Context: an optimization exercise on an open-source flow, tuned for small area, a short achievable clock period and few clock cycles. The choices shown serve that exercise and are no tape-out recipe.
At most, simulation tests tie the RTL to the original design; equivalence was not proved.
For runs 5 and 6, only the layout was checked, not whether the RTL still works.
Power and IR drop assume default switching activity.

### design/flow/run.sh
#!/bin/bash
# synth_recipe.tcl (not shown) runs the flow's synth.tcl, then flattens the netlist and writes it again
# the make line also repeats each setting of config.mk as NAME=value (left out here)
make -C /OpenROAD-flow-scripts/flow DESIGN_CONFIG=/design/flow/config.mk WORK_HOME=/design/flow/orfs CLKGATE_MAP_FILE= SYNTH_SCRIPT=/design/flow/synth_recipe.tcl finish
### design/flow/config.mk
export PLATFORM = sky130hd
export DESIGN_NAME = cache_top
export DESIGN_NICKNAME = cache_top
export VERILOG_FILES = /design/flow/design.v
export SDC_FILE = /design/flow/constraint.sdc
export NUM_CORES = 4
export LEC_CHECK = 0
export CAP_MARGIN = 20
export CORE_MARGIN = 2
export CORE_UTILIZATION = 40
export SLEW_MARGIN = 20
### design/flow/constraint.sdc
create_clock -name core_clock -period 8.0 [get_ports {clk}]
set_input_delay 1.6000 -clock core_clock [delete_from_list [all_inputs] [get_ports {clk}]]
set_output_delay 1.6000 -clock core_clock [all_outputs]
set_load 0.01 [all_outputs]
### design/flow/design.v
`timescale 1ns/1ns
`default_nettype none
package cache_pkg;
	typedef logic [32-1:0]  word_t;
	typedef logic [30-1:0] paddr_t;    
	typedef logic [28-1:0] laddr_t;    
	typedef logic [128-1:0]  line_t;     
	typedef logic [26-1:0]    tag_t;
	typedef logic [2-1:0]  index_t;
	typedef logic [2-1:0] offset_t;
	typedef logic way_t;
	typedef enum logic [1:0] {
		ST_READY     = 2'd0,    
		ST_WRITEBACK = 2'd1,    
		ST_REFILL    = 2'd2     
	} cache_state_e;
endpackage
`default_nettype wire
`timescale 1ns/1ns
`default_nettype none
module cache_top (
	input  wire         clk,
	input  wire         rst_n,
	input  wire         i_proc_read,
	input  wire         i_proc_write,
	input  wire [30-1:0] i_proc_addr,
	input  wire [32-1:0]  i_proc_wdata,
	output logic [32-1:0]       o_proc_rdata,
	output logic        o_proc_stall,
	output logic        o_mem_read,
	output logic        o_mem_write,
	output logic [28-1:0]      o_mem_addr,
	output logic [128-1:0]       o_mem_wdata,
	input  wire [128-1:0]  i_mem_rdata,
	input  wire         i_mem_ready
);
	logic        valid;
	logic        dirty;    
	logic [28-1:0] tag;
	logic [128-1:0]  line;
	logic [28-1:0] laddr;
	logic [2-1:0] off;
	logic        req;
	logic        hit;
	logic        fill;     
	logic        wr_done;  
	assign laddr = i_proc_addr[30-1:2];
	assign off   = i_proc_addr[2-1:0];
	assign req   = i_proc_read | i_proc_write;
	assign hit   = valid & (tag == laddr);
	assign o_mem_write = dirty;
	assign o_mem_read  = ~dirty & req & ~hit;
	assign o_mem_addr  = dirty ? tag : laddr;
	assign o_mem_wdata = line;
	assign fill    = i_mem_ready & ~dirty;
	assign wr_done = i_proc_write & (hit | fill);
	assign o_proc_stall = ~(hit | fill);
	always_comb begin
		o_proc_rdata = '1;
		if (i_proc_read)
			o_proc_rdata = fill ? i_mem_rdata[off*32 +: 32]
			                    : line[off*32 +: 32];
	end
	always_ff @(posedge clk or negedge rst_n) begin
		if (!rst_n) begin
			valid <= 1'b0;
			dirty <= 1'b0;
		end else begin
			if (fill & req)
				valid <= 1'b1;
			dirty <= wr_done | (dirty & ~i_mem_ready);
		end
	end
	always_ff @(posedge clk) begin
		if (fill & req) begin
			tag  <= laddr;
			line <= i_mem_rdata;
			if (i_proc_write)
				line[off*32 +: 32] <= i_proc_wdata;
		end else if (i_proc_write & hit) begin
			line[off*32 +: 32] <= i_proc_wdata;
		end
	end
endmodule
`default_nettype wire
==> summary.md, run 1 <==
| Metric | Value |
|---|---|
| Outcome | `no timing/DRC/antenna violations` |
| Detailed-route vias per instance | `6.756` |
| Total power divided by cell area | `between 150 and 200 nW/um2` |
| Shortest period the worst path allows | `5869 ps` |
| Num ports | `386` |
| Critical path buffer and inverter count | `3` |
| Maximum number of pins on one net before global-route repair | `roughly 130` |
| Sw Pwr | `slightly below 0.9 mW` |
| Total setup violations reported at the end of the flow | `0` |
| Final design instance area without fill | `15430 um2` |
| Combined area of the multi-input logic cells | `between 5000 and 6000 um2` |
| Worst relative slew slack | `a little over a quarter` |
| Number of setup buffers added after CTS | `0` |
| Standard cell core area | `between 20000 and 30000 um2` |
| Worst setup skew after layout | `15.07 ps` |
| Internal power component | `between 1.5 and 2 mW` |
| RSZ-0062 raised after global routing | `false` |
| Layout cells sized above 1 | `15.35%` |
| Area Overhead vs Synth | `39.58%` |
| Combinational power share | `30.5%` |
| Routed wire length | `roughly 46000 um` |
| Peak supply drop | `between 0.09 and 0.1 mV` |
| DR WL/cell | `28.81 um` |
| LEAKAGE | `around 5.1 nW` |
| Family with the most delay on the worst path | `buffers and inverters` |
| Die extent in y | `about 170 um` |
| Total DRC errors in the routed layout | `0` |
| Cells resized by post-CTS repair | `0` |
| Clock tree from TritonCTS | `yes` |
| Number of rows created at floorplan | `60` |
| Sequential Power Share | `38.5%` |
| Number of cells produced by synthesis | `roughly 950` |
| Hold violation total from the final report | `0` |
| First-pass GRT wire length | `approximately 67000 um` |
| Post-synthesis cell type count | `33` |
| Clock buffer count from CTS | `17` |
| Startpoint type of the worst setup path | `input pin` |
| Starting DRC count in detailed routing | `between 1000 and 1500` |
| Required @ worst endpoint | `about 6400 ps` |
| Flop and latch count out of synthesis | `158` |
| Effective utilization at floorplan | `about two fifths` |
| Post-route ant nets | `0` |
| Clock root buffer | `sky130_fd_sc_hd__clkbuf_16` |
| Endpoint arrival time on the critical path | `around 4300 ps` |
| Count of max-cap constraint violations | `0` |
| Register area | `4735 um2` |
| Placed instance area | `roughly 15000 um2` |
| Number of port buffers | `385` |
| Setup TNS Final | `0 ps` |
| Cell type with the highest occurrence count on the critical path | `sky130_fd_sc_hd__clkdlybuf4s50_1` |
| Vias in the first global route | `10517` |
| Floorplan die area | `a little under 30000 um2` |
| Share of the yosys chip area belonging to registers | `between 40% and 50%` |
| Number of clock sinks | `158` |
| Total via count in the routed design | `about 11000` |
| Maximum fanout along the worst path | `34` |
| Kind of critical path | `input pin to primary output` |
| Post-Syn Area | `11060 um2` |
| Post-synth top area cell | `sky130_fd_sc_hd__edfxtp_1` |
| Number of nets at the end of the flow | `1424` |
| Avg Inst Size Synth | `11.68 um2` |
| Sw Ratio | `around 31%` |
| Largest stage delay on the critical path | `approximately 600 ps` |
| Clock share of power | `between 30% and 40%` |
| Clock latency on the worst-skew pair | `between 400 and 500 ps` |
| Remaining global-route overflow | `0` |
| Worst Max-Slew Pin Slew | `1097 ps` |
| Number of optimization iterations in the first detailed-route pass | `7` |
| Fraction of synthesized cell area taken by the top area cell type | `42.36%` |
| Crit path max-delay cell type | `sky130_fd_sc_hd__mux4_2` |
| Post-Route Hold Slack | `487.4 ps` |
| Number of nets produced by synthesis | `1146` |
| Peak clock frequency supported by timing | `between 0.15 and 0.2 GHz` |
| Worst min-delay path class | `flip-flop to flip-flop` |
| Slew Limit Fails | `0` |
| H-tree depth | `4` |
| Weighted congestion at the end of routability-driven global placement | `roughly 0.81` |
| Final period utilization | `around three quarters` |
| HPWL reported at the end of detailed placement | `about 28000 um` |
| Worst-case clock buffer depth | `2` |
| Cells along the critical path | `clkdlybuf4s50_1 > nor2b_4 > buf_4 > mux4_2 > nand2_1 > nand3_1 > clkdlybuf4s50_1` |
| Overall power | `about 2.8 mW` |
| Number of fill cells | `~2300` |
| Number of warnings issued by yosys | `1` |
| Overall routing resource usage | `between 30% and 40%` |
| Synth top area cells | `sky130_fd_sc_hd__edfxtp_1 42%, sky130_fd_sc_hd__a221oi_1 18%, sky130_fd_sc_hd__mux4_2 13%` |
| Number of buffers inserted for hold repair after clock tree synthesis | `0` |
| Antenna violations before repair | `4` |
| Chip Width | `170.3 um` |
| Clock transition at the registers of the reported paths | `approximately 70 ps` |
| Category of the worst setup path capture point | `primary output` |
[cells by family (layout without fill, tap and decap cells)]
logic type	after synthesis	after routing	synth area share [%]
adder cells (fa/ha/maj)	4	4	0.4526
AND/OR/NAND/NOR	253	253	9.674
other	0	3	0
multiplexers	92	92	15.89
flip-flops	158	158	42.82
AO/OA/AOI/OAI	262	262	22.27
buffers and inverters	150	441	6.687
XOR/XNOR	28	28	2.218
[metrics by stage]
step / setup WS, ps / utilization [%] / std cells
finish: 2131 / 57.11 / 1582
global route: 1975 / 57.09 / 1580
CTS: 2105 / 57.08 / 1579
detailed placement: 2105 / 54.87 / 1547
global placement: 2129 / 54.85 / 1547
floorplan: 1781 / - / 947
[cell usage after synthesis, drive strengths merged]
| master | instances |
|---|---|
| a211oi | 1 |
| a21oi | 2 |
| a221oi | 256 |
| and2 | 4 |
| and3b | 1 |
| and4 | 1 |
| buf | 66 |
| clkbuf | 77 |
| dfrtp | 2 |
| edfxtp | 156 |
| ha | 4 |
| inv | 7 |
| mux2 | 28 |
| mux4 | 64 |
| nand2 | 69 |
| nand2b | 1 |
| nand3 | 33 |
| nand4 | 4 |
| nor2 | 129 |
| nor2b | 2 |
| nor3 | 1 |
| nor3b | 3 |
| nor4 | 4 |
| o21ai | 3 |
| or4 | 1 |
| xnor2 | 13 |
| xor2 | 15 |
[registers in the layout (all words and copies together), names as in the netlist]
register,flops
valid,1
dirty,1
line,128
tag,28
[worst paths after layout]
kind                       slack, ps        start  depth (start not counted)                to
min                              490        valid                          1             valid
max in group asynchronous       6560        rst_n                          1             valid
min in group asynchronous       1320        rst_n                          1             dirty
max                             2130  i_mem_ready                          7  o_proc_rdata[31]
max reg2reg                     4680        dirty                          8          line[91]
min reg2reg                      490        valid                          1             valid
[metal layers]
metal	part of all wire, %	track usage [%]	routed length (um)	vias up
li1	-	-	-	4496
met2	47	49.31	21440	728
met5	0.048	0	22	-
met4	2.2	9.216	1021	4
met1	39	40.71	17840	5379
met3	12	8.140	5245	81
[cell type report]
| cell class | instances | area share (%) |
|---|---|---|
| Antenna cell | 3 | 0.04864 |
| Clock buffer | 17 | 2.756 |
| Clock inverter | 15 | 1.127 |
| Inverter | 7 | 0.2027 |
| Multi-Input combinational cell | 639 | 36.63 |
| Sequential cell | 158 | 30.67 |
| Tap cell | 341 | 2.764 |
| Timing Repair Buffer | 402 | 25.79 |
[power by group through the flow]
| stage | clock network [mW] | logic [mW] | registers [mW] |
|---|---|---|---|
| after CTS | 0.871 | 0.850 | 1.07 |
| after detailed placement | 0 | 0.847 | 1.09 |
| after floorplan | 0 | 0.430 | 1.10 |
| final | 0.866 | 0.851 | 1.07 |
| after global routing | 0.902 | 0.908 | 1.08 |
| after global placement | 0 | 0.840 | 1.09 |
[layout by cell type, fill, tap and decap left out, types with 2 or more instances in the layout]
| cell type | instances |
|---|---|
| sky130_fd_sc_hd__nor4_1 | 4 |
| sky130_fd_sc_hd__nand3_1 | 33 |
| sky130_fd_sc_hd__nor2_1 | 129 |
| sky130_fd_sc_hd__o21ai_4 | 2 |
| sky130_fd_sc_hd__bufinv_16 | 2 |
| sky130_fd_sc_hd__xnor2_1 | 13 |
| sky130_fd_sc_hd__edfxtp_1 | 156 |
| sky130_fd_sc_hd__inv_6 | 8 |
| sky130_fd_sc_hd__nand4_1 | 4 |
| sky130_fd_sc_hd__ha_1 | 4 |
| sky130_fd_sc_hd__and2_2 | 4 |
| sky130_fd_sc_hd__nor3b_4 | 3 |
| sky130_fd_sc_hd__xor2_1 | 15 |
| sky130_fd_sc_hd__buf_2 | 2 |
| sky130_fd_sc_hd__inv_8 | 2 |
| sky130_fd_sc_hd__clkinv_1 | 3 |
| sky130_fd_sc_hd__clkdlybuf4s50_1 | 382 |
| sky130_fd_sc_hd__inv_1 | 3 |
| sky130_fd_sc_hd__nand2_2 | 3 |
| sky130_fd_sc_hd__a221oi_1 | 226 |
| sky130_fd_sc_hd__nand2_1 | 65 |
| sky130_fd_sc_hd__dfrtp_1 | 2 |
| sky130_fd_sc_hd__a21oi_1 | 2 |
| sky130_fd_sc_hd__mux2_2 | 28 |
| sky130_fd_sc_hd__clkbuf_16 | 17 |
| sky130_fd_sc_hd__diode_2 | 3 |
| sky130_fd_sc_hd__clkinv_4 | 3 |
| sky130_fd_sc_hd__a221oi_2 | 30 |
| sky130_fd_sc_hd__mux4_2 | 64 |
| sky130_fd_sc_hd__buf_4 | 17 |
Testbench counts, summed over its fixed seeds: cycles 85,285.
==> run 2, diff against run 1 <==
--- a/design/flow/config.mk
+++ b/design/flow/config.mk
@@ -6,6 +6,8 @@
 export NUM_CORES = 4
 export LEC_CHECK = 0
+export ABC_CLOCK_PERIOD_IN_PS = 2500
 export CAP_MARGIN = 20
 export CORE_MARGIN = 2
 export CORE_UTILIZATION = 40
+export SETUP_SLACK_MARGIN = 5
 export SLEW_MARGIN = 20
==> run 2 against run 1 <==
  * Non-clock buffer count grew 240
  * Largest power group is now combinational logic
  * Final cell count grew 16%
  * Critical endpoint is now o_proc_rdata[5]
  * Cell area grew 42%
  * Clock-buffer cell count is the same
  * Setup slack gained 1000 ps
  * Power grew 23%
  * Clock skew shrank 3.1 ps
  * Register-to-register slack lost 230 ps
  * Synthesized cell count is the same
  * Still clean on timing, DRC and antenna
==> summary.md, run 2 <==
| Metric | Value |
|---|---|
| Final Instance Count excl. Fillers | `1834 (+16%)` |
| Layout cells sized above 1 | `55.14% (+40 points)` |
| Cells along the critical path | `buf_8 > nor2b_4 > buf_12 > buf_12 > buf_6 > mux4_2 > nand2_1 > nand3_2 > buf_6` |
| Required @ worst endpoint | `6400 ps (about the same)` |
| Starting DRC count in detailed routing | `1969 (+69%)` |
| Compound-Gate Fraction of Synth Area | `22.27% (unchanged)` |
| Vias in the first global route | `13048 (+24%)` |
| Total length of routed met2 wires | `28820 um (+34%)` |
| Share of the yosys chip area belonging to registers | `42.82% (unchanged)` |
| Placement-stage worst setup slack | `2075 ps (-29.72 ps)` |
| Sequential Power Share | `31.3% (-7.2 points)` |
| Number of rows created at floorplan | `60 (unchanged)` |
| Standard cell core area | `27030 um2 (unchanged)` |
| Post-route setup slack | `3173 ps (+1041 ps)` |
| Largest stage delay on the critical path | `520 ps (-80 ps)` |
| Area Overhead vs Synth | `97.99%` |
| Internal power component | `2.274 mW (+18%)` |
| Combinational power share | `42.9% (+12 points)` |
| Setup TNS Final | `0 ps (unchanged)` |
| Total via count in the routed design | `13233 (+24%)` |
| Shortest period the worst path allows | `4827 ps (-1041 ps)` |
| LEAKAGE | `8.594 nW (+69%)` |
| Worst-case clock buffer depth | `2 (unchanged)` |
| Flip-flop count of the largest register after layout | `128 (unchanged)` |
| Routed metal-1 wirelength | `21760 um (+22%)` |
| Outcome | `no timing/DRC/antenna violations` |
| Endpoint arrival time on the critical path | `3230 ps (-1040 ps)` |
| Worst Max-Slew Pin Slew | `963.4 ps (-133.3 ps)` |
| Peak clock frequency supported by timing | `0.2072 GHz (+22%)` |
| # placed instances | `1553 (+0.39%)` |
| Xor and xnor area share after synthesis | `2.218% (unchanged)` |
| Post-synthesis cell type count | `33 (unchanged)` |
| Remaining global-route overflow | `0 (unchanged)` |
| Post-Route Hold Slack | `508.9 ps (+21.48 ps)` |
| Simple-gate portion of the synthesized area | `9.674% (unchanged)` |
| Worst min-delay path class | `flip-flop to flip-flop` |
| Most common cell after layout, fill and taps aside | `sky130_fd_sc_hd__a221oi_2` |
| Avg Inst Size Synth | `11.68 um2 (unchanged)` |
| Number of nets produced by synthesis | `1146 (unchanged)` |
| Count of flip-flops with a built-in enable after synthesis | `156 (unchanged)` |
| Flop2flop setup slack | `4450 ps (-230 ps)` |
| Floorplan die area | `28990 um2 (unchanged)` |
| Number of cells produced by synthesis | `947 (unchanged)` |
| Number of buffers inserted for hold repair after clock tree synthesis | `0 (unchanged)` |
| Endpoint of the most critical setup path | `o_proc_rdata[5]` |
| Hold violation total from the final report | `0 (unchanged)` |
| Share of cell area taken by muxes after synthesis | `15.89% (unchanged)` |
| Placed instance area | `15830 um2 (+6.7%)` |
| Number of warnings issued by yosys | `1 (unchanged)` |
| Synth top area cells | `sky130_fd_sc_hd__edfxtp_1 42%, sky130_fd_sc_hd__a221oi_1 18%, sky130_fd_sc_hd__mux4_2 13%` |
| Clock share of power | `25.8% (-5.2 points)` |
| Total power divided by cell area | `157.2 nW/um2 (-13%)` |
| Cells on worst reg2reg path | `23 (+15)` |
| Commonest cells post-synth | `226 x sky130_fd_sc_hd__a221oi_1, 156 x sky130_fd_sc_hd__edfxtp_1, 129 x sky130_fd_sc_hd__nor2_1` |
| Post-Syn Area | `11060 um2 (unchanged)` |
| Clock latency on the worst-skew pair | `440 ps (about the same)` |
| Final period utilization | `60.34% (-13 points)` |
| Slew Limit Fails | `0 (unchanged)` |
| HPWL reported at the end of detailed placement | `29510 um (+4.8%)` |
| RSZ-0062 raised after global routing | `true` |
| Most instantiated library cell after synthesis | `sky130_fd_sc_hd__a221oi_1` |
| Weighted congestion at the end of routability-driven global placement | `0.8164 (+0.62%)` |
| DR WL/cell | `35.01 um (+22%)` |
| Overall routing resource usage | `41.52% (+11 points)` |
| Flop and latch count out of synthesis | `158 (unchanged)` |
| Met3 wire length | `9128 um (+74%)` |
| Number of optimization iterations in the first detailed-route pass | `5 (-2)` |
| Number of port buffers | `385 (unchanged)` |
| Commonest cells after routing, fill and taps aside | `221 x sky130_fd_sc_hd__a221oi_2, 167 x sky130_fd_sc_hd__clkdlybuf4s50_1, 156 x sky130_fd_sc_hd__edfxtp_1` |
| Detailed-route vias per instance | `7.215 (+6.8%)` |
| Effective utilization at floorplan | `40.92% (unchanged)` |
| Largest register by flop count | `line` |
| Overall power | `3.443 mW (+23%)` |
| Category of the worst setup path capture point | `primary output` |
| Final design instance area without fill | `21890 um2 (+42%)` |
| Source of the worst register-to-register timing path | `tag[2]` |
| Number of clock sinks | `158 (unchanged)` |
| First-pass GRT wire length | `87590 um (+31%)` |
| Total DRC errors in the routed layout | `0 (unchanged)` |
| Post-synth top area cell | `sky130_fd_sc_hd__edfxtp_1` |
| Number of fill cells | `1444 (-38%)` |
| Startpoint type of the worst setup path | `input pin` |
| Post-route ant nets | `0 (unchanged)` |
| Fraction of synthesized cell area taken by the top area cell type | `42.36% (unchanged)` |
| Clock tree from TritonCTS | `yes` |
| Share of flip-flops with an asynchronous set or reset | `1.266% (unchanged)` |
| Worst relative slew slack | `35.70% (+8.8 points)` |
| Routed wire length | `64220 um (+41%)` |
| Predominant post-synthesis flop cell | `sky130_fd_sc_hd__edfxtp_1` |
| Antenna violations before repair | `3 (-1)` |
| Combinational family with the most area after synthesis | `compound AO/OA/AOI/OAI gates` |
| Worst setup skew after layout | `12.01 ps (-3.060 ps)` |
| Reg-to-reg critical path endpoint | `line[20]` |
| Sw Pwr | `1.168 mW (+35%)` |
| Peak supply drop | `0.1452 mV (+59%)` |
| Util after Layout | `81.01% (+24 points)` |
| Maximum fanout along the worst path | `7 (-79%)` |
| Sw Ratio | `33.93% (+2.9 points)` |
| Count of max-cap constraint violations | `0 (unchanged)` |
| Largest registers | `line: 128 flops, tag: 28 flops` |
| Die extent in y | `170.3 um (unchanged)` |
| Kind of critical path | `input pin to primary output` |
| Number of nets at the end of the flow | `1673 (+17%)` |
| Maximum number of pins on one net before global-route repair | `37 (-71%)` |
| Num ports | `386 (unchanged)` |
| Total setup violations reported at the end of the flow | `0 (unchanged)` |
| Chip Width | `170.3 um (unchanged)` |
| Clock transition at the registers of the reported paths | `70 ps (about the same)` |
| H-tree depth | `4 (unchanged)` |
| Start point of the critical path | `i_mem_ready` |
| Fraction of the mapped netlist area in adder cells | `0.4526% (unchanged)` |
| Clock buffer count from CTS | `17 (unchanged)` |
| Highest metal layer used by the detailed router | `met4` |
| Clock root buffer | `sky130_fd_sc_hd__clkbuf_16` |
| Crit path max-delay cell type | `sky130_fd_sc_hd__mux4_2` |
[run 2: how the worst min path moves through the flow]
stage                     start  endpoint  slack (ps)  cells after the start
after floorplan           valid     valid         430                      1
after global placement    valid     valid         460                      1
after detailed placement  valid     valid         460                      1
after CTS                 valid     valid         490                      1
after global routing      valid     valid         530                      1
final                     valid     valid         510                      1
[run 2: cell families (layout without fill, tap and decap cells)]
kind of cell,after synthesis,in the layout
AO/OA/AOI/OAI,262,263
XOR/XNOR,28,28
multiplexers,92,92
buffers and inverters,150,686
flip-flops,158,158
adder cells (fa/ha/maj),4,4
other,0,6
AND/OR/NAND/NOR,253,256
[run 2: layout make-up]
| cell class | instances | area, um2 | share of cell area (%) |
|---|---|---|---|
| diodes | 6 | 15.01 | 0.06858 |
| clock buffers | 17 | 425.4 | 1.943 |
| clock inverters | 15 | 172.7 | 0.7887 |
| inverters | 7 | 72.57 | 0.3315 |
| multi-input cells | 643 | 7865 | 35.92 |
| flip-flops and latches | 158 | 4736 | 21.63 |
| well taps | 341 | 426.7 | 1.949 |
| repair buffers | 642 | 8105 | 37.02 |
| repair inverters | 5 | 75.07 | 0.3429 |
[run 2: power by group through the flow]
stage | sequential [mW] | clock [mW] | combinational (mW)
after global routing | 1.08 | 0.913 | 1.52
after floorplan | 1.10 | 0 | 0.503
after detailed placement | 1.09 | 0 | 0.913
final | 1.08 | 0.888 | 1.48
after CTS | 1.07 | 0.874 | 1.34
after global placement | 1.09 | 0 | 0.905
[run 2: timing repair]
| action | CTS | global route |
|---|---|---|
| pin swaps | 119 | 44 |
| setup buffers | 131 | 43 |
| cloned | 67 | 2 |
| setup endpoints to repair | 419 | 402 |
| gates resized for setup | 885 | 135 |
[run 2: worst max-delay path: cells and delay by family]
family	cells	cell delay (ps)
buffers and inverters	5	690
multiplexers	1	520
AND/OR/NAND/NOR	3	400
[run 2: layer usage]
metal | vias to the layer above | GRT usage (%)
met2 | 1321 | 64.28
met3 | 390 | 13.07
li1 | 5093 | -
met4 | 0 | 22.67
met1 | 6429 | 51.81
met5 | - | 0
==> run 3, diff against run 2 <==
--- a/design/flow/design.v
+++ b/design/flow/design.v
@@ -37,48 +37,79 @@
 	logic        valid;
 	logic        dirty;    
-	logic [28-1:0] tag;
+	logic [28-1:0] tag;    
 	logic [128-1:0]  line;
+	logic        done;     
+	logic        pend;     
+	logic        rd;       
+	logic        wb;       
+	logic [32-1:0] rdata;
 	logic [28-1:0] laddr;
 	logic [2-1:0] off;
 	logic        req;
+	logic        fresh;
 	logic        hit;
-	logic        fill;     
-	logic        wr_done;  
+	logic        lookup_hit;
+	logic        lookup_miss;
+	logic        rd_ready;
+	logic        dirty_eff;
+	logic        dirty_nxt;
+	logic        port_free;
+	logic        start_rd;
+	logic        start_wb;
+	logic        done_nxt;
 	assign laddr = i_proc_addr[30-1:2];
 	assign off   = i_proc_addr[2-1:0];
 	assign req   = i_proc_read | i_proc_write;
+	assign fresh = ~done & ~pend;
 	assign hit   = valid & (tag == laddr);
-	assign o_mem_write = dirty;
-	assign o_mem_read  = ~dirty & req & ~hit;
-	assign o_mem_addr  = dirty ? tag : laddr;
-	assign o_mem_wdata = line;
-	assign fill    = i_mem_ready & ~dirty;
-	assign wr_done = i_proc_write & (hit | fill);
-	assign o_proc_stall = ~(hit | fill);
-	always_comb begin
-		o_proc_rdata = '1;
-		if (i_proc_read)
-			o_proc_rdata = fill ? i_mem_rdata[off*32 +: 32]
-			                    : line[off*32 +: 32];
-	end
+	assign lookup_hit  = fresh & req & hit;
+	assign lookup_miss = fresh & req & ~hit;
+	assign rd_ready    = rd & i_mem_ready;
+	assign dirty_eff = dirty & ~(wb & i_mem_ready);
+	assign dirty_nxt = dirty_eff | (i_proc_write & (lookup_hit | rd_ready));
+	assign port_free = ~((wb | rd) & ~i_mem_ready);
+	assign start_rd  = (lookup_miss | (pend & ~rd)) & port_free & ~dirty_eff;
+	assign start_wb  = port_free & dirty_nxt & ~start_rd;
+	assign done_nxt  = lookup_hit | rd_ready;
+	assign o_proc_stall = ~done;
+	assign o_proc_rdata = rdata;
+	assign o_mem_read   = rd;
+	assign o_mem_write  = wb;
+	assign o_mem_addr   = tag;
+	assign o_mem_wdata  = line;
 	always_ff @(posedge clk or negedge rst_n) begin
 		if (!rst_n) begin
 			valid <= 1'b0;
 			dirty <= 1'b0;
+			done  <= 1'b0;
+			pend  <= 1'b0;
+			rd    <= 1'b0;
+			wb    <= 1'b0;
 		end else begin
-			if (fill & req)
+			dirty <= dirty_nxt;
+			done  <= done_nxt;
+			pend  <= (lookup_miss | pend) & ~rd_ready;
+			rd    <= (rd & ~i_mem_ready) | start_rd;
+			wb    <= (wb & ~i_mem_ready) | start_wb;
+			if (start_rd)
+				valid <= 1'b0;
+			else if (rd_ready)
 				valid <= 1'b1;
-			dirty <= wr_done | (dirty & ~i_mem_ready);
 		end
 	end
 	always_ff @(posedge clk) begin
-		if (fill & req) begin
-			tag  <= laddr;
+		if (start_rd)
+			tag <= laddr;
+		if (rd_ready) begin
 			line <= i_mem_rdata;
 			if (i_proc_write)
 				line[off*32 +: 32] <= i_proc_wdata;
-		end else if (i_proc_write & hit) begin
+		end else if (lookup_hit & i_proc_write) begin
 			line[off*32 +: 32] <= i_proc_wdata;
 		end
+		rdata <= '1;
+		if (done_nxt & i_proc_read)
+			rdata <= rd_ready ? i_mem_rdata[off*32 +: 32]
+			                  : line[off*32 +: 32];
 	end
 endmodule
==> run 3 against run 2 <==
  * Cell area is 23% lower
  * Still clean on timing, DRC and antenna
  * Clock power is 5.3% lower
  * Clock skew is 8.7 ps higher
  * Sequential power is about 40% higher
  * First-iteration DRC count is 34% lower
  * Synthesized area is 8.4% lower
  * Register-to-register slack better by 820 ps
  * Critical path depth is 1 higher
  * Via count is 27% lower
  * Synthesized cell count is 16% lower
  * Global-route usage is 10 points lower
  * Worst hold slack better by 51 ps
==> summary.md, run 3 <==
| Metric | Value |
|---|---|
| Number of optimization iterations in the first detailed-route pass | `7 (+2)` |
| Starting DRC count in detailed routing | `1306 (-34%)` |
| Worst setup skew after layout | `20.69 ps (+8.681 ps)` |
| Peak clock frequency supported by timing | `0.2847 GHz (+37%)` |
| Number of nets at the end of the flow | `1452 (-13%)` |
| Layout cells sized above 1 | `21.56% (-34 points)` |
| DR WL/cell | `26.71 um (-24%)` |
| Standard cell core area | `25040 um2 (-7.4%)` |
| Num ports | `386 (unchanged)` |
| Hold violation total from the final report | `0 (unchanged)` |
| Clock latency on the worst-skew pair | `440 ps (about the same)` |
| Most instantiated library cell after synthesis | `sky130_fd_sc_hd__edfxtp_1` |
| Avg Inst Size Synth | `12.73 um2 (+9.0%)` |
| Worst relative slew slack | `30.99% (-4.7 points)` |
| Largest registers | `line: 128 flops, rdata: 32 flops, tag: 28 flops` |
| Post-synthesis cell type count | `43 (+30%)` |
| Die extent in y | `163.2 um (-4.2%)` |
| Shortest period the worst path allows | `3512 ps (-1315 ps)` |
| Weighted congestion at the end of routability-driven global placement | `0.8245 (+0.99%)` |
| HPWL reported at the end of detailed placement | `25610 um (-13%)` |
| Fraction of synthesized cell area taken by the top area cell type | `46.22% (+3.9 points)` |
| Number of port buffers | `385 (unchanged)` |
| Predominant post-synthesis flop cell | `sky130_fd_sc_hd__edfxtp_1` |
| Combined area of the multi-input logic cells | `4493 um2 (-43%)` |
| Number of nets produced by synthesis | `995 (-13%)` |
| Flop and latch count out of synthesis | `194 (+23%)` |
| Register area | `5477 um2 (+16%)` |
| Number of buffers inserted for hold repair after clock tree synthesis | `0 (unchanged)` |
| Category of the worst setup path capture point | `flip-flop` |
| Detailed-route vias per instance | `6.073 (-16%)` |
| Total power divided by cell area | `252.4 nW/um2 (+60%)` |
| Flip-flop count of the largest register after layout | `128 (unchanged)` |
| Endpoint arrival time on the critical path | `3650 ps (+420 ps)` |
| Placed instance area | `14450 um2 (-8.7%)` |
| Effective utilization at floorplan | `40.48% (-0.44 points)` |
| Startpoint type of the worst setup path | `input pin` |
| Worst Max-Slew Pin Slew | `1034 ps (+70.60 ps)` |
| Slew Limit Fails | `0 (unchanged)` |
| Peak supply drop | `0.1760 mV (+21%)` |
| Vias in the first global route | `9573 (-27%)` |
| Largest stage delay on the critical path | `540 ps (+20 ps)` |
| Total via count in the routed design | `9717 (-27%)` |
| H-tree depth | `4 (unchanged)` |
| Most common cell after layout, fill and taps aside | `sky130_fd_sc_hd__clkdlybuf4s50_1` |
| Clock root buffer | `sky130_fd_sc_hd__clkbuf_16` |
| Remaining global-route overflow | `0 (unchanged)` |
| Final Instance Count excl. Fillers | `1600 (-13%)` |
| Final design instance area without fill | `16800 um2 (-23%)` |
| Maximum number of pins on one net before global-route repair | `58 (+57%)` |
| Floorplan die area | `26630 um2 (-8.2%)` |
| Antenna violations before repair | `3 (unchanged)` |
| Setup TNS Final | `0 ps (unchanged)` |
| Post-Syn Area | `10130 um2 (-8.4%)` |
| Post-Route Hold Slack | `559.8 ps (+50.96 ps)` |
| Number of rows created at floorplan | `58 (-3.3%)` |
| Clock transition at the registers of the reported paths | `70 ps (about the same)` |
| Worst-case clock buffer depth | `2 (unchanged)` |
| Clock tree from TritonCTS | `yes` |
| Worst min-delay path class | `flip-flop to flip-flop` |
| Maximum fanout along the worst path | `10 (+3)` |
| Number of cells produced by synthesis | `796 (-16%)` |
| Largest register by flop count | `line` |
| Synth top area cells | `sky130_fd_sc_hd__edfxtp_1 46%, sky130_fd_sc_hd__mux4_2 12%, sky130_fd_sc_hd__a222oi_1 8.3%` |
| Post-route ant nets | `0 (unchanged)` |
| Total DRC errors in the routed layout | `0 (unchanged)` |
| Commonest cells after routing, fill and taps aside | `247 x sky130_fd_sc_hd__clkdlybuf4s50_1, 156 x sky130_fd_sc_hd__edfxtp_1, 89 x sky130_fd_sc_hd__inv_1` |
| Chip Width | `163.2 um (-4.2%)` |
| Overall routing resource usage | `31.44% (-10 points)` |
| Crit path max-delay cell type | `sky130_fd_sc_hd__or4_4` |
| Outcome | `no timing/DRC/antenna violations` |
| Count of max-cap constraint violations | `0 (unchanged)` |
| Commonest cells post-synth | `156 x sky130_fd_sc_hd__edfxtp_1, 93 x sky130_fd_sc_hd__inv_1, 84 x sky130_fd_sc_hd__a222oi_1` |
| LEAKAGE | `7.051 nW (-18%)` |
| Clock buffer count from CTS | `17 (unchanged)` |
| Required @ worst endpoint | `8140 ps (+1740 ps)` |
| Share of flip-flops with an asynchronous set or reset | `3.093% (+1.8 points)` |
| Cells along the critical path | `dlygate4sd2_1 > o22ai_1 > or4_4 > nor4_4 > a21o_4 > o21a_4 > buf_6 > buf_8 > buf_12 > buf_16` |
| Routed wire length | `42730 um (-33%)` |
| Final period utilization | `43.90% (-16 points)` |
| Number of clock sinks | `194 (+23%)` |
| Number of fill cells | `1965 (+36%)` |
| Kind of critical path | `input pin to flip-flop` |
| Total setup violations reported at the end of the flow | `0 (unchanged)` |
| Number of warnings issued by yosys | `1 (unchanged)` |
| Post-synth top area cell | `sky130_fd_sc_hd__edfxtp_1` |
| RSZ-0062 raised after global routing | `true` |
| # placed instances | `1459 (-6.1%)` |
| Area Overhead vs Synth | `65.74%` |
| Share of the yosys chip area belonging to registers | `54.02% (+11 points)` |
| First-pass GRT wire length | `61450 um (-30%)` |
| Count of flip-flops with a built-in enable after synthesis | `156 (unchanged)` |
## run 3: cell count changes in the layout (fill, tap and decap cells not counted), sizes merged, moves of 21 or more
cell / change
a221oi: -255
nand3: -21
nor2: -97
inv: +83
mux2: -28
mux2i: +35
dfxtp: +32
a221o: +22
clkdlybuf4s50: +80
buf: -232
a222oi: +84
## run 3: power by group
part / internal, mW / switching [mW] / total (mW)
registers: 1.38 / 0.128 / 1.51
clock network: 0.413 / 0.428 / 0.841
logic: 0.966 / 0.923 / 1.89
total: 2.76 / 1.48 / 4.24
## run 3: kinds of logic (layout without fill, tap and decap cells)
| family | count (synthesis) | in the layout | synth area share [%] |
|---|---|---|---|
| AOI/OAI and AO/OA | 173 | 180 | 15.04 |
| xor gates and xnor gates | 23 | 23 | 1.988 |
| adders and majority gates | 4 | 4 | 0.4938 |
| buffers and inverters | 165 | 622 | 6.568 |
| DFF | 194 | 194 | 54.02 |
| muxes | 87 | 87 | 15.01 |
| other | 0 | 4 | 0 |
| and+or+nand+nor | 150 | 156 | 6.877 |
## run 3: repair_timing
action                                  CTS  global route
endpoints found under the setup margin  368           325
buffers inserted                         58            15
resized for setup                       169            90
pin swaps                                25            12
endpoints found under the hold margin     0             0
cloned                                   30             2
## run 3: path summary, 6_finish.rpt
| kind | slack [ps] | to | from | depth (start not counted) |
|---|---|---|---|---|
| max | 4490 | line[13] | i_proc_addr[29] | 10 |
| min | 560 | valid | valid | 2 |
| max reg2reg | 5270 | line[13] | tag[10] | 10 |
| min reg2reg | 560 | valid | valid | 2 |
| max in group asynchronous | 6350 | rd | rst_n | 1 |
| min in group asynchronous | 1400 | rd | rst_n | 1 |
## run 3: metrics by stage
stage,setup WS (ps),total power [mW],utilization [%]
final,4488,4.239,67.09
after global placement,2301,3.053,57.63
after global routing,4395,4.407,67.07
after detailed placement,2298,3.058,57.72
after CTS,4512,4.200,65.35
after floorplan,3769,2.361,-
## run 3: layer usage
metal | vias to the layer above | share of wire, % | GRT usage, %
met5 | - | 0.030 | 0
met1 | 4842 | 39 | 42.12
met3 | 62 | 11 | 8.278
li1 | 4147 | - | -
met2 | 664 | 47 | 48.89
met4 | 2 | 3.0 | 12.35
## run 3: area by class of cell
class,instances,share of cell area (%)
antenna,4,0.05959
clock buffer,19,2.577
clock inverter,13,0.7076
inverter,94,2.279
multi-input combinational,450,26.75
sequential,194,32.60
tap,330,2.458
timing repair buffer,495,32.47
timing repair inverter,1,0.09683
## run 3: critical path: cells and delay by family
family	cells	cell delay [ps]
simple gates	2	870
compound gates	3	420
buf+inv	5	750
Testbench counts of run 3, summed over its fixed seeds: cycles 107,107.
==> run 4, diff against run 3 <==
--- a/design/flow/config.mk
+++ b/design/flow/config.mk
@@ -6,8 +6,6 @@
 export NUM_CORES = 4
 export LEC_CHECK = 0
-export ABC_CLOCK_PERIOD_IN_PS = 2500
 export CAP_MARGIN = 20
 export CORE_MARGIN = 2
 export CORE_UTILIZATION = 40
-export SETUP_SLACK_MARGIN = 5
 export SLEW_MARGIN = 20
==> run 4 against run 3 <==
  * Critical path depth is 2 lower
  * Die area unchanged
  * Sequential share of layout area rose by 4.1 points
  * Register-to-register slack got worse by 1500 ps
  * Clock-buffer cell count decreased by 2
  * Synthesized cell count did not move
  * Largest power group is now sequential cells
  * Highest routed layer unchanged
  * First-iteration DRC count down 0.84%
  * Cell area is 11% lower
  * Still clean on timing, DRC and antenna
==> summary.md, run 4 <==
| Metric | Value |
|---|---|
| Share of cell area taken by muxes after synthesis | `15.01% (unchanged)` |
| Commonest cells after routing, fill and taps aside | `383 x sky130_fd_sc_hd__clkdlybuf4s50_1, 156 x sky130_fd_sc_hd__edfxtp_1, 93 x sky130_fd_sc_hd__inv_1` |
| Maximum fanout along the worst path | `57 (+47)` |
| Floorplan die area | `26630 um2 (unchanged)` |
| Post-Syn Area | `10130 um2 (unchanged)` |
| Xor and xnor area share after synthesis | `1.988% (unchanged)` |
| Largest registers | `line: 128 flops, rdata: 32 flops, tag: 28 flops` |
| Num ports | `386 (unchanged)` |
| Clock root buffer | `sky130_fd_sc_hd__clkbuf_16` |
| Die extent in y | `163.2 um (unchanged)` |
| Number of setup buffers added after CTS | `0 (-100%)` |
| Compound-Gate Fraction of Synth Area | `15.04% (unchanged)` |
| Largest register by flop count | `line` |
| Starting DRC count in detailed routing | `1295 (-0.84%)` |
| Number of port buffers | `385 (unchanged)` |
| Total power divided by cell area | `260.8 nW/um2 (+3.3%)` |
| Avg Inst Size Synth | `12.73 um2 (unchanged)` |
| Remaining global-route overflow | `0 (unchanged)` |
| Antenna violations before repair | `6 (+3)` |
| Fraction of synthesized cell area taken by the top area cell type | `46.22% (unchanged)` |
| Source of the worst register-to-register timing path | `tag[10]` |
| Combinational family with the most area after synthesis | `compound AO/OA/AOI/OAI gates` |
| Clock latency on the worst-skew pair | `440 ps (about the same)` |
| Layout cells sized above 1 | `10.90% (-11 points)` |
| Worst setup skew after layout | `17.16 ps (-3.527 ps)` |
| Slew Limit Fails | `0 (unchanged)` |
| Flip-flop count of the largest register after layout | `128 (unchanged)` |
| H-tree depth | `4 (unchanged)` |
| Share of flip-flops with an asynchronous set or reset | `3.093% (unchanged)` |
| Synth top area cells | `sky130_fd_sc_hd__edfxtp_1 46%, sky130_fd_sc_hd__mux4_2 12%, sky130_fd_sc_hd__a222oi_1 8.3%` |
| Post-synthesis cell type count | `43 (unchanged)` |
| Vias in the first global route | `9000 (-6.0%)` |
| Required @ worst endpoint | `8070 ps (-70 ps)` |
| Clock buffer count from CTS | `17 (unchanged)` |
| Clock transition at the registers of the reported paths | `80 ps (about the same)` |
| Share of the yosys chip area belonging to registers | `54.02% (unchanged)` |
| Total DRC errors in the routed layout | `0 (unchanged)` |
| Startpoint of the lowest-slack hold path | `valid` |
| HPWL reported at the end of detailed placement | `26700 um (+4.3%)` |
| Number of cells produced by synthesis | `796 (unchanged)` |
| First-pass GRT wire length | `56040 um (-8.8%)` |
| Category of the worst setup path capture point | `flip-flop` |
| Post-route ant nets | `0 (unchanged)` |
| Outcome | `no timing/DRC/antenna violations` |
| Fraction of the mapped netlist area in adder cells | `0.4938% (unchanged)` |
| Worst min-delay path class | `flip-flop to flip-flop` |
| Overall routing resource usage | `28.29% (-3.1 points)` |
| Worst relative slew slack | `31.85% (+0.86 points)` |
| Number of warnings issued by yosys | `1 (unchanged)` |
| LEAKAGE | `5.512 nW (-22%)` |
| Peak clock frequency supported by timing | `0.1838 GHz (-35%)` |
| Peak supply drop | `0.1148 mV (-35%)` |
| Number of optimization iterations in the first detailed-route pass | `9 (+2)` |
| Total via count in the routed design | `9031 (-7.1%)` |
| Worst-case clock buffer depth | `2 (unchanged)` |
| Post-Route Hold Slack | `571.8 ps (+11.98 ps)` |
| Kind of critical path | `input pin to flip-flop` |
| Most instantiated library cell after synthesis | `sky130_fd_sc_hd__edfxtp_1` |
| Shortest period the worst path allows | `5442 ps (+1930 ps)` |
| Number of rows created at floorplan | `58 (unchanged)` |
| Number of nets at the end of the flow | `1351 (-7.0%)` |
| Number of nets produced by synthesis | `995 (unchanged)` |
| Post-synth top area cell | `sky130_fd_sc_hd__edfxtp_1` |
| Cells resized by post-CTS repair | `0 (-100%)` |
| Simple-gate portion of the synthesized area | `6.877% (unchanged)` |
| Maximum number of pins on one net before global-route repair | `60 (+3.4%)` |
| Standard cell core area | `25040 um2 (unchanged)` |
| Number of clock sinks | `194 (unchanged)` |
| Effective utilization at floorplan | `40.48% (unchanged)` |
| Flop and latch count out of synthesis | `194 (unchanged)` |
| Clock tree from TritonCTS | `yes` |
| DR WL/cell | `25.65 um (-3.9%)` |
| Routed wire length | `38510 um (-9.9%)` |
| Total setup violations reported at the end of the flow | `0 (unchanged)` |
| Hold violation total from the final report | `0 (unchanged)` |
| Startpoint type of the worst setup path | `input pin` |
| Number of buffers inserted for hold repair after clock tree synthesis | `0 (unchanged)` |
| Endpoint arrival time on the critical path | `5510 ps (+1860 ps)` |
| Commonest cells post-synth | `156 x sky130_fd_sc_hd__edfxtp_1, 93 x sky130_fd_sc_hd__inv_1, 84 x sky130_fd_sc_hd__a222oi_1` |
| Detailed-route vias per instance | `6.017 (-0.93%)` |
| Count of flip-flops with a built-in enable after synthesis | `156 (unchanged)` |
| Area Overhead vs Synth | `47.15%` |
| Start point of the critical path | `i_proc_addr[12]` |
| Count of max-cap constraint violations | `0 (unchanged)` |
| Worst Max-Slew Pin Slew | `1022 ps (-11.82 ps)` |
| Chip Width | `163.2 um (unchanged)` |
| Predominant post-synthesis flop cell | `sky130_fd_sc_hd__edfxtp_1` |
| Most common cell after layout, fill and taps aside | `sky130_fd_sc_hd__clkdlybuf4s50_1` |
| Weighted congestion at the end of routability-driven global placement | `0.8188 (-0.69%)` |
| Setup TNS Final | `0 ps (unchanged)` |
| Final period utilization | `68.02% (+24 points)` |
| RSZ-0062 raised after global routing | `false` |
## run 4: cell count changes in the layout (fill, tap and decap cells not counted), moves of 13 or more
| cell | previous run | this run |
|---|---|---|
| sky130_fd_sc_hd__o21ai_0 | 2 | 15 |
| sky130_fd_sc_hd__buf_12 | 18 | 0 |
| sky130_fd_sc_hd__dlygate4sd2_1 | 51 | 0 |
| sky130_fd_sc_hd__buf_16 | 14 | 0 |
| sky130_fd_sc_hd__clkdlybuf4s50_1 | 247 | 383 |
| sky130_fd_sc_hd__buf_4 | 61 | 22 |
| sky130_fd_sc_hd__dlymetal6s2s_1 | 72 | 0 |
## run 4: stage by stage
stage	worst slack [ps]	util [%]	area, um2	instances	power (mW)
5_1_grt	2424	59.56	14910	1500	4.068
3_5_place_dp	2084	57.21	14320	1463	3.046
6_report	2558	59.57	14910	1501	3.889
4_1_cts	2537	59.49	14890	1495	3.902
3_3_place_gp	2132	57.15	14310	1462	3.028
2_1_floorplan	1605	-	10130	796	2.327
## run 4: worst max-delay path, stage by stage
cell	delay [ps]
sky130_fd_sc_hd__clkdlybuf4s50_1	500
sky130_fd_sc_hd__xnor2_1	130
sky130_fd_sc_hd__o211ai_1	100
sky130_fd_sc_hd__or4_4	550
sky130_fd_sc_hd__nor4_4	420
sky130_fd_sc_hd__a21o_2	780
sky130_fd_sc_hd__o21a_4	800
sky130_fd_sc_hd__buf_4	590
## run 4: cell type report
cell class,count,area (um2)
antenna,6,15.01
inverter,94,352.8
clock inverter,15,145.1
clock buffer,17,425.4
sequential,194,5475
timing repair buffer,408,4024
multi-input combinational,437,4063
fill,2116,10120
tap,330,412.9
## run 4: worst paths after layout
check	end	slack (ps)	depth (start not counted)
max	line[111]	2560	8
min	valid	570	2
max reg2reg	line[111]	3800	7
min reg2reg	valid	570	2
max in group asynchronous	dirty	6360	1
min in group asynchronous	done	1410	1
## run 4: power by group
group,switching (mW),internal (mW)
Sequential,0.137,1.38
Combinational,0.765,0.745
Clock,0.419,0.439
## run 4: kinds of logic after synthesis
group,after synthesis
AND/OR/NAND/NOR,150
flip-flops,194
adder cells (fa/ha/maj),4
AO/OA/AOI/OAI,173
multiplexers,87
XOR/XNOR,23
buffers and inverters,165
## run 4: routing by layer
layer,global-route usage (%),part of all wire (%),vias to the layer above,wire length (um)
met5,0,0.039,-,15
met4,10.02,2.6,2,1017
met3,7.186,10,64,4004
met2,45.55,48,597,18650
met1,37.18,38,4451,14820
li1,-,-,3917,-
==> run 5, diff against run 4 <==
--- a/design/flow/design.v
+++ b/design/flow/design.v
@@ -49,13 +49,11 @@
 	logic        fresh;
 	logic        hit;
-	logic        lookup_hit;
-	logic        lookup_miss;
 	logic        rd_ready;
 	logic        dirty_eff;
 	logic        dirty_nxt;
 	logic        port_free;
+	logic        load_tag;
 	logic        start_rd;
 	logic        start_wb;
-	logic        done_nxt;
 	assign laddr = i_proc_addr[30-1:2];
 	assign off   = i_proc_addr[2-1:0];
@@ -63,13 +61,11 @@
 	assign fresh = ~done & ~pend;
 	assign hit   = valid & (tag == laddr);
-	assign lookup_hit  = fresh & req & hit;
-	assign lookup_miss = fresh & req & ~hit;
-	assign rd_ready    = rd & i_mem_ready;
+	assign rd_ready = rd & i_mem_ready;
 	assign dirty_eff = dirty & ~(wb & i_mem_ready);
-	assign dirty_nxt = dirty_eff | (i_proc_write & (lookup_hit | rd_ready));
+	assign dirty_nxt = dirty_eff | (i_proc_write & (done | rd_ready | (fresh & hit)));
 	assign port_free = ~((wb | rd) & ~i_mem_ready);
-	assign start_rd  = (lookup_miss | (pend & ~rd)) & port_free & ~dirty_eff;
-	assign start_wb  = port_free & dirty_nxt & ~start_rd;
-	assign done_nxt  = lookup_hit | rd_ready;
+	assign load_tag  = ((fresh & req) | (pend & ~rd)) & port_free & ~dirty_eff;
+	assign start_rd  = load_tag & ~(fresh & hit);
+	assign start_wb  = port_free & dirty_nxt;
 	assign o_proc_stall = ~done;
 	assign o_proc_rdata = rdata;
@@ -88,26 +84,21 @@
 		end else begin
 			dirty <= dirty_nxt;
-			done  <= done_nxt;
-			pend  <= (lookup_miss | pend) & ~rd_ready;
+			done  <= (fresh & req & hit) | rd_ready;
+			pend  <= ((fresh & req & ~hit) | pend) & ~rd_ready;
 			rd    <= (rd & ~i_mem_ready) | start_rd;
 			wb    <= (wb & ~i_mem_ready) | start_wb;
-			if (start_rd)
-				valid <= 1'b0;
-			else if (rd_ready)
+			if (rd_ready)
 				valid <= 1'b1;
 		end
 	end
 	always_ff @(posedge clk) begin
-		if (start_rd)
+		if (load_tag)
 			tag <= laddr;
-		if (rd_ready) begin
+		if (rd_ready)
 			line <= i_mem_rdata;
-			if (i_proc_write)
-				line[off*32 +: 32] <= i_proc_wdata;
-		end else if (lookup_hit & i_proc_write) begin
+		else if (done & i_proc_write)
 			line[off*32 +: 32] <= i_proc_wdata;
-		end
 		rdata <= '1;
-		if (done_nxt & i_proc_read)
+		if (i_proc_read & ~done)
 			rdata <= rd_ready ? i_mem_rdata[off*32 +: 32]
 			                  : line[off*32 +: 32];
--- a/design/flow/config.mk
+++ b/design/flow/config.mk
@@ -6,6 +6,8 @@
 export NUM_CORES = 4
 export LEC_CHECK = 0
+export ABC_CLOCK_PERIOD_IN_PS = 2500
 export CAP_MARGIN = 20
 export CORE_MARGIN = 2
 export CORE_UTILIZATION = 40
+export SETUP_SLACK_MARGIN = 5
 export SLEW_MARGIN = 20
==> run 5 against run 4 <==
  * Flip-flop and latch count did not move
  * Sequential share of layout area fell by 2.5 points
  * Routed wire length rose by 9.0%
  * Still clean
  * Synthesized cell count fell by 3.4%
==> summary.md, run 5 <==
| Metric | Value |
|---|---|
| Vias in the first global route | `9341 (+3.8%)` |
| Overall routing resource usage | `29.26% (+0.97 points)` |
| Largest stage delay on the critical path | `550 ps (-250 ps)` |
| Count of max-cap constraint violations | `0 (unchanged)` |
| Total via count in the routed design | `9410 (+4.2%)` |
| Flop and latch count out of synthesis | `194 (unchanged)` |
| Startpoint type of the worst setup path | `input pin` |
| First-pass GRT wire length | `61540 um (+9.8%)` |
| Total power divided by cell area | `307.2 nW/um2 (+18%)` |
| Chip Width | `167.1 um (+2.4%)` |
| Final design instance area without fill | `15990 um2 (+7.2%)` |
| Critical path buffer and inverter count | `1 (-1)` |
| Number of optimization iterations in the first detailed-route pass | `5 (-4)` |
| H-tree depth | `4 (unchanged)` |
| Fraction of synthesized cell area taken by the top area cell type | `44.05% (-2.2 points)` |
| Synth top area cells | `sky130_fd_sc_hd__edfxtp_1 44%, sky130_fd_sc_hd__mux4_2 14%, sky130_fd_sc_hd__a221o_1 12%` |
| Worst-case clock buffer depth | `2 (unchanged)` |
| Area Overhead vs Synth | `50.36%` |
| Predominant post-synthesis flop cell | `sky130_fd_sc_hd__edfxtp_1` |
| Remaining global-route overflow | `0 (unchanged)` |
| LEAKAGE | `6.131 nW (+11%)` |
| Maximum fanout along the worst path | `64 (+12%)` |
| HPWL reported at the end of detailed placement | `25420 um (-4.8%)` |
| Most instantiated library cell after synthesis | `sky130_fd_sc_hd__edfxtp_1` |
| Num ports | `386 (unchanged)` |
| Worst Max-Slew Pin Slew | `1079 ps (+57.07 ps)` |
| Cells along the critical path | `clkdlybuf4s50_1 > nand2_1 > nand2_8` |
| Layout cells sized above 1 | `15.06% (+4.2 points)` |
| RSZ-0062 raised after global routing | `true` |
| Total setup violations reported at the end of the flow | `0 (unchanged)` |
| Kind of critical path | `input pin to flip-flop` |
| Final period utilization | `37.25% (-31 points)` |
| Total DRC errors in the routed layout | `0 (unchanged)` |
| Effective utilization at floorplan | `40.81% (+0.33 points)` |
| Count of flip-flops with a built-in enable after synthesis | `156 (unchanged)` |
| Largest registers | `line: 128 flops, rdata: 32 flops, tag: 28 flops` |
| Placement-stage worst setup slack | `3312 ps (+1229 ps)` |
| Floorplan die area | `27910 um2 (+4.8%)` |
| Setup TNS Final | `0 ps (unchanged)` |
| Peak clock frequency supported by timing | `0.3355 GHz (+83%)` |
| Post-synth top area cell | `sky130_fd_sc_hd__edfxtp_1` |
| Maximum number of pins on one net before global-route repair | `79 (+32%)` |
| Clock tree from TritonCTS | `yes` |
| Source of the worst register-to-register timing path | `rd` |
| Worst relative slew slack | `27.90% (-4.0 points)` |
| Flip-flop count of the largest register after layout | `128 (unchanged)` |
| Logic depth of the worst setup path including buffers | `3 (-5)` |
| Number of nets produced by synthesis | `968 (-2.7%)` |
| Starting DRC count in detailed routing | `996 (-23%)` |
| Worst min-delay path class | `flip-flop to flip-flop` |
| Number of warnings issued by yosys | `1 (unchanged)` |
| Number of cells produced by synthesis | `769 (-3.4%)` |
| Clock transition at the registers of the reported paths | `80 ps (about the same)` |
| Shortest period the worst path allows | `2980 ps (-2462 ps)` |
| Commonest cells post-synth | `156 x sky130_fd_sc_hd__edfxtp_1, 128 x sky130_fd_sc_hd__a221o_1, 128 x sky130_fd_sc_hd__nor3b_1` |
| Start point of the critical path | `i_proc_write` |
| Standard cell core area | `26060 um2 (+4.1%)` |
| Clock latency on the worst-skew pair | `450 ps (about the same)` |
| Post-synthesis cell type count | `35 (-19%)` |
| Number of clock sinks | `194 (unchanged)` |
| Endpoint arrival time on the critical path | `3060 ps (-2450 ps)` |
| Outcome | `no timing/DRC/antenna violations` |
| Clock buffer count from CTS | `17 (unchanged)` |
| Required @ worst endpoint | `8080 ps (about the same)` |
| DR WL/cell | `27.89 um (+8.7%)` |
| Die extent in y | `167.1 um (+2.4%)` |
| Flop2flop setup slack | `6000 ps (+2200 ps)` |
| Share of flip-flops with an asynchronous set or reset | `3.093% (unchanged)` |
| Reg-to-reg critical path endpoint | `rdata[19]` |
| Family with the most delay on the worst path | `simple AND/OR/NAND/NOR gates` |
| Routed wire length | `41970 um (+9.0%)` |
| Post-Syn Area | `10630 um2 (+4.9%)` |
| Peak supply drop | `0.1483 mV (+29%)` |
| Clock root buffer | `sky130_fd_sc_hd__clkbuf_16` |
| Detailed-route vias per instance | `6.252 (+3.9%)` |
| Endpoint of the most critical setup path | `line[60]` |
| Slew Limit Fails | `0 (unchanged)` |
| Hold violation total from the final report | `0 (unchanged)` |
| Most common cell after layout, fill and taps aside | `sky130_fd_sc_hd__clkdlybuf4s50_1` |
| Commonest cells after routing, fill and taps aside | `240 x sky130_fd_sc_hd__clkdlybuf4s50_1, 156 x sky130_fd_sc_hd__edfxtp_1, 128 x sky130_fd_sc_hd__nor3b_1, 128 x sky130_fd_sc_hd__a221o_1, 90 x sky130_fd_sc_hd__dlygate4sd2_1` |
| Largest register by flop count | `line` |
| Number of rows created at floorplan | `59 (+1.7%)` |
| Post-route setup slack | `5020 ps (+2462 ps)` |
| Weighted congestion at the end of routability-driven global placement | `0.8237 (+0.60%)` |
| Number of nets at the end of the flow | `1355 (+0.30%)` |
| Number of port buffers | `385 (unchanged)` |
| Placed instance area | `14620 um2 (+2.1%)` |
| Number of fill cells | `2093 (-1.1%)` |
| Antenna violations before repair | `5 (-1)` |
| Cells on worst reg2reg path | `6 (-1)` |
| Crit path max-delay cell type | `sky130_fd_sc_hd__clkdlybuf4s50_1` |
| Post-route ant nets | `0 (unchanged)` |
| Category of the worst setup path capture point | `flip-flop` |
| Avg Inst Size Synth | `13.83 um2 (+8.6%)` |
| Share of the yosys chip area belonging to registers | `51.49% (-2.5 points)` |
| Worst setup skew after layout | `11.66 ps (-5.501 ps)` |
[run 5: cell count changes after synthesis, moves of 13 or more]
cell | before | now
sky130_fd_sc_hd__a221o_1 | 22 | 128
sky130_fd_sc_hd__a222oi_1 | 84 | 0
sky130_fd_sc_hd__a22oi_1 | 13 | 0
sky130_fd_sc_hd__buf_2 | 10 | 28
sky130_fd_sc_hd__clkbuf_1 | 55 | 27
sky130_fd_sc_hd__inv_1 | 93 | 2
sky130_fd_sc_hd__mux2i_1 | 35 | 0
sky130_fd_sc_hd__nand3_1 | 12 | 32
sky130_fd_sc_hd__nand4_1 | 23 | 8
sky130_fd_sc_hd__nor2_1 | 31 | 6
sky130_fd_sc_hd__nor3b_1 | 0 | 128
sky130_fd_sc_hd__xnor2_1 | 8 | 25
[run 5: metal layers]
layer,up-vias,track usage (%),share of wire (%)
met5,-,0,0.071
met4,4,8.358,2.2
met3,57,7.367,10
li1,3985,-,-
met1,4773,39.48,40
met2,591,47.02,48
[run 5: per-stage QoR]
stage	total power [mW]	instances	util, %	hold WS, ps
6_report	4.912	1505	61.36	476.0
4_1_cts	4.912	1494	60.35	481.6
2_1_floorplan	2.981	769	-	434.6
3_5_place_dp	3.940	1421	56.11	458.9
3_3_place_gp	3.922	1420	56.07	453.4
5_1_grt	5.134	1505	61.36	530.7
[run 5: power by group]
part | leakage (nW) | switching (mW) | internal (mW)
Combinational | 4.01 | 1.03 | 1.20
Sequential | 1.83 | 0.236 | 1.57
Clock | 0.288 | 0.428 | 0.448
[run 5: worst min-delay path by stage]
stage                     startpoint  endpoint  slack, ps  cells after the start
after floorplan                valid     valid        430                      1
after global placement         valid     valid        450                      1
after detailed placement       valid     valid        460                      1
after CTS                      valid     valid        480                      1
after global routing           valid     valid        530                      1
final                          valid     valid        480                      1
[run 5: worst register-to-register path: stages (launching register included)]
cell,delay [ps]
sky130_fd_sc_hd__dfrtp_2,370
sky130_fd_sc_hd__buf_4,180
sky130_fd_sc_hd__and2_4,260
sky130_fd_sc_hd__bufbuf_16,360
sky130_fd_sc_hd__mux4_2,510
sky130_fd_sc_hd__nand2_1,80
sky130_fd_sc_hd__nand3_1,70
[run 5: layout make-up]
| type | instances | area (um2) | area share (%) |
|---|---|---|---|
| clock inverter | 14 | 140.1 | 0.8764 |
| timing repair buffer | 441 | 4624 | 28.92 |
| clock buffer | 18 | 439.2 | 2.747 |
| multi-input combinational | 499 | 4850 | 30.33 |
| antenna | 1 | 2.502 | 0.01565 |
| sequential | 194 | 5478 | 34.26 |
| inverter | 3 | 36.28 | 0.2269 |
| tap | 335 | 419.2 | 2.621 |
[run 5: logic make-up (layout without fill, tap and decap cells)]
kind of cell	Yosys count	after routing	synth area share [%]
AND/OR/NAND/NOR	258	263	14.84
AO/OA/AOI/OAI	140	140	12.78
adder cells (fa/ha/maj)	4	4	0.4707
buffers and inverters	81	476	4.565
XOR/XNOR	28	28	2.306
flip-flops	194	194	51.49
other	0	1	0
multiplexers	64	64	13.55
[run 5: what timing repair did]
item	in CTS	in global routing
pin swaps	7	2
hold buffers	0	0
cloned	10	2
gates resized for setup	114	65
endpoints found under the setup margin	410	250
buffers inserted	31	8
==> run 6, diff against run 5 <==
==> design/flow/flow/run.sh (new file) <==
#!/bin/bash
# The standard layout, with the port buffers made of the smallest buffer cell
set -euo pipefail
export BUFFER_PORTS_ARGS="-buffer_cell sky130_fd_sc_hd__buf_1"
bash standard.sh > standard_flow.log 2>&1
==> design/flow/standard.sh (new file) <==
#!/bin/bash
# synth_recipe.tcl (not shown) runs the flow's synth.tcl, then flattens the netlist and writes it again
# the make line also repeats each setting of config.mk as NAME=value (left out here)
make -C /OpenROAD-flow-scripts/flow DESIGN_CONFIG=/design/flow/config.mk WORK_HOME=/design/flow/orfs CLKGATE_MAP_FILE= SYNTH_SCRIPT=/design/flow/synth_recipe.tcl "${@:-finish}"
removed: design/flow/run.sh
==> run 6 against run 5 <==
  * Sequential share of layout area up 6.7 points
  * Routed wire length is 8.0% lower
  * Cell area is 16% lower
  * Synthesized area unchanged
  * Power decreased by 8.7%
  * Maximum frequency grew 0.29%
  * Combinational power down 21%
  * Core utilization shrank 10 points
  * Flip-flop and latch count stayed put
  * Register-to-register slack worse by 120 ps
  * Synthesized cell count is the same
  * Via count shrank 2.6%
==> summary.md, run 6 <==
| Metric | Value |
|---|---|
| Most common cell after layout, fill and taps aside | `sky130_fd_sc_hd__buf_1` |
| Number of cells produced by synthesis | `769 (unchanged)` |
| Overall routing resource usage | `26.42% (-2.8 points)` |
| Fraction of synthesized cell area taken by the top area cell type | `44.05% (unchanged)` |
| H-tree depth | `4 (unchanged)` |
| # placed instances | `1421 (unchanged)` |
| Cells along the critical path | `clkbuf_4 > buf_16 > clkinv_16 > ha_4 > nor4b_4 > buf_4 > buf_4 > a221o_1` |
| Share of the yosys chip area belonging to registers | `51.49% (unchanged)` |
| Crit path max-delay cell type | `sky130_fd_sc_hd__a221o_1` |
| Hold violation total from the final report | `0 (unchanged)` |
| Synth top area cells | `sky130_fd_sc_hd__edfxtp_1 44%, sky130_fd_sc_hd__mux4_2 14%, sky130_fd_sc_hd__a221o_1 12%` |
| Antenna violations before repair | `1 (-4)` |
| Startpoint type of the worst setup path | `input pin` |
| Predominant post-synthesis flop cell | `sky130_fd_sc_hd__edfxtp_1` |
| Most instantiated library cell after synthesis | `sky130_fd_sc_hd__edfxtp_1` |
| Setup TNS Final | `0 ps (unchanged)` |
| Largest register by flop count | `line` |
| Cell type with the highest occurrence count on the critical path | `sky130_fd_sc_hd__buf_4` |
| Worst-case clock buffer depth | `2 (unchanged)` |
| Number of port buffers | `385 (unchanged)` |
| Kind of critical path | `input pin to flip-flop` |
| Standard cell core area | `26060 um2 (unchanged)` |
| Avg Inst Size Synth | `13.83 um2 (unchanged)` |
| Vias in the first global route | `8964 (-4.0%)` |
| Number of optimization iterations in the first detailed-route pass | `7 (+2)` |
| Commonest cells after routing, fill and taps aside | `382 x sky130_fd_sc_hd__buf_1, 156 x sky130_fd_sc_hd__edfxtp_1, 128 x sky130_fd_sc_hd__nor3b_1, 128 x sky130_fd_sc_hd__a221o_1, 69 x sky130_fd_sc_hd__nand2_1` |
| Number of nets produced by synthesis | `968 (unchanged)` |
| Outcome | `no timing/DRC/antenna violations` |
| Shortest period the worst path allows | `2972 ps (-8.530 ps)` |
| Category of the worst setup path capture point | `flip-flop` |
| LEAKAGE | `4.354 nW (-29%)` |
| Maximum number of pins on one net before global-route repair | `129 (+63%)` |
| First-pass GRT wire length | `55990 um (-9.0%)` |
| Post-synthesis cell type count | `35 (unchanged)` |
| Chip Width | `167.1 um (unchanged)` |
| RSZ-0062 raised after global routing | `false` |
| Peak supply drop | `0.1956 mV (+32%)` |
| Required @ worst endpoint | `8180 ps (+100 ps)` |
| Slew Limit Fails | `0 (unchanged)` |
| Flop and latch count out of synthesis | `194 (unchanged)` |
| Area Overhead vs Synth | `25.69%` |
| Routed wire length | `38600 um (-8.0%)` |
| Layout cells sized above 1 | `13.33% (-1.7 points)` |
| Number of clock sinks | `194 (unchanged)` |
| Flop2flop setup slack | `5880 ps (-120 ps)` |
| Count of max-cap constraint violations | `0 (unchanged)` |
| Post-route ant nets | `0 (unchanged)` |
| Number of nets at the end of the flow | `1334 (-1.5%)` |
| Post-synth top area cell | `sky130_fd_sc_hd__edfxtp_1` |
| Floorplan die area | `27910 um2 (unchanged)` |
| Total DRC errors in the routed layout | `0 (unchanged)` |
| Largest registers | `line: 128 flops, rdata: 32 flops, tag: 28 flops` |
| Final Instance Count excl. Fillers | `1484 (-1.4%)` |
| Clock latency on the worst-skew pair | `440 ps (about the same)` |
| Die extent in y | `167.1 um (unchanged)` |
| Clock root buffer | `sky130_fd_sc_hd__clkbuf_16` |
| Clock transition at the registers of the reported paths | `80 ps (about the same)` |
| Number of buffers inserted for hold repair after clock tree synthesis | `0 (unchanged)` |
| Maximum fanout along the worst path | `15 (-77%)` |
| Flip-flop count of the largest register after layout | `128 (unchanged)` |
| Num ports | `386 (unchanged)` |
| Weighted congestion at the end of routability-driven global placement | `0.8130 (-1.3%)` |
| Peak clock frequency supported by timing | `0.3365 GHz (+0.29%)` |
| DR WL/cell | `26.01 um (-6.7%)` |
| Share of flip-flops with an asynchronous set or reset | `3.093% (unchanged)` |
| Effective utilization at floorplan | `40.81% (unchanged)` |
| Starting DRC count in detailed routing | `877 (-12%)` |
| Total setup violations reported at the end of the flow | `0 (unchanged)` |
| Worst relative slew slack | `27.50% (-0.39 points)` |
| Total via count in the routed design | `9170 (-2.6%)` |
| Final period utilization | `37.15% (-0.11 points)` |
| Worst Max-Slew Pin Slew | `1087 ps (+8.212 ps)` |
| Post-Syn Area | `10630 um2 (unchanged)` |
| Worst setup skew after layout | `13.93 ps (+2.270 ps)` |
| Count of flip-flops with a built-in enable after synthesis | `156 (unchanged)` |
| Number of rows created at floorplan | `59 (unchanged)` |
| Worst min-delay path class | `flip-flop to flip-flop` |
| Detailed-route vias per instance | `6.179 (-1.2%)` |
| Clock tree from TritonCTS | `yes` |
| Remaining global-route overflow | `0 (unchanged)` |
| Largest stage delay on the critical path | `320 ps (-230 ps)` |
| Total power divided by cell area | `335.4 nW/um2 (+9.2%)` |
| Clock buffer count from CTS | `17 (unchanged)` |
| Number of warnings issued by yosys | `1 (unchanged)` |
| Commonest cells post-synth | `156 x sky130_fd_sc_hd__edfxtp_1, 128 x sky130_fd_sc_hd__a221o_1, 128 x sky130_fd_sc_hd__nor3b_1` |
| HPWL reported at the end of detailed placement | `23400 um (-8.0%)` |
| Endpoint arrival time on the critical path | `3150 ps (+90 ps)` |
## run 6: through the flow
| step | power [mW] | worst slack [ps] | utilization (%) | hold WS (ps) | cell area (um2) |
|---|---|---|---|---|---|
| CTS | 4.478 | 4962 | 50.89 | 484.1 | 13260 |
| detailed placement | 3.480 | 3241 | 46.91 | 462.0 | 12220 |
| floorplan | 2.981 | 4983 | - | 434.6 | 10810 |
| global route | 4.700 | 5004 | 51.29 | 498.5 | 13370 |
| global placement | 3.448 | 3392 | 46.91 | 453.1 | 12220 |
| finish | 4.482 | 5028 | 51.29 | 476.1 | 13370 |
## run 6: cells by family after synthesis
group / after synthesis / share of synthesized area [%]
and+or+nand+nor: 258 / 14.84
DFF: 194 / 51.49
AOI/OAI and AO/OA: 140 / 12.78
buffers and inverters: 81 / 4.565
muxes: 64 / 13.55
xor gates and xnor gates: 28 / 2.306
adders and majority gates: 4 / 0.4707
## run 6: worst max-delay path, delay by kind of cell
kind,cells,cell delay (ps)
buf+inv,5,800
simple gates,1,130
compound gates,1,320
fa+ha+maj,1,280
## run 6: final timing paths
path | start | endpoint | depth (start not counted)
setup reg to reg | done | tag[17] | 4
hold reg to reg | valid | valid | 1
min in group asynchronous | rst_n | wb | 1
hold / removal | valid | valid | 1
max in group asynchronous | rst_n | dirty | 1
setup / recovery | i_proc_addr[0] | line[59] | 8
## run 6: layer usage
| metal | routed length [um] | global-route usage (%) | vias to the layer above |
|---|---|---|---|
| li1 | - | - | 3931 |
| met1 | 15860 | 35.98 | 4649 |
| met2 | 18390 | 41.85 | 528 |
| met3 | 3336 | 5.917 | 62 |
| met4 | 1018 | 9.108 | 0 |
| met5 | 0 | 0 | - |
## run 6: repair_timing
item                                    CTS  global route
endpoints found under the setup margin  159           120
pin swaps                                 3             1
gates cloned                              8             2
gates resized for setup                  18             5
buffers inserted                         13             7
## run 6: layout make-up
type                            instances  area [um2]
Tap cell                              335       419.2
Timing Repair inverter                  1       11.26
Inverter                                3       53.80
Antenna cell                            1       2.502
Multi-Input combinational cell        495        4797
Clock buffer                           17       425.4
Sequential cell                       194        5475
Fill cell                            2386       12690
Timing Repair Buffer                  423        2008
Clock inverter                         15       172.7
## run 6: report_power, final
group	internal, mW	leakage [nW]	switching, mW	total (mW)
Clock	0.447	0.295	0.443	0.890
Combinational	0.821	2.23	0.949	1.77
Sequential	1.58	1.83	0.247	1.82

Check on run 6: ideal ports give 5.028 ns setup slack; a clkbuf_16 on the clock port and buf_2 on the inputs give 5.054 ns; moving port delays by the midpoint clock arrival (0.480 ns) as well gives 4.574 ns.
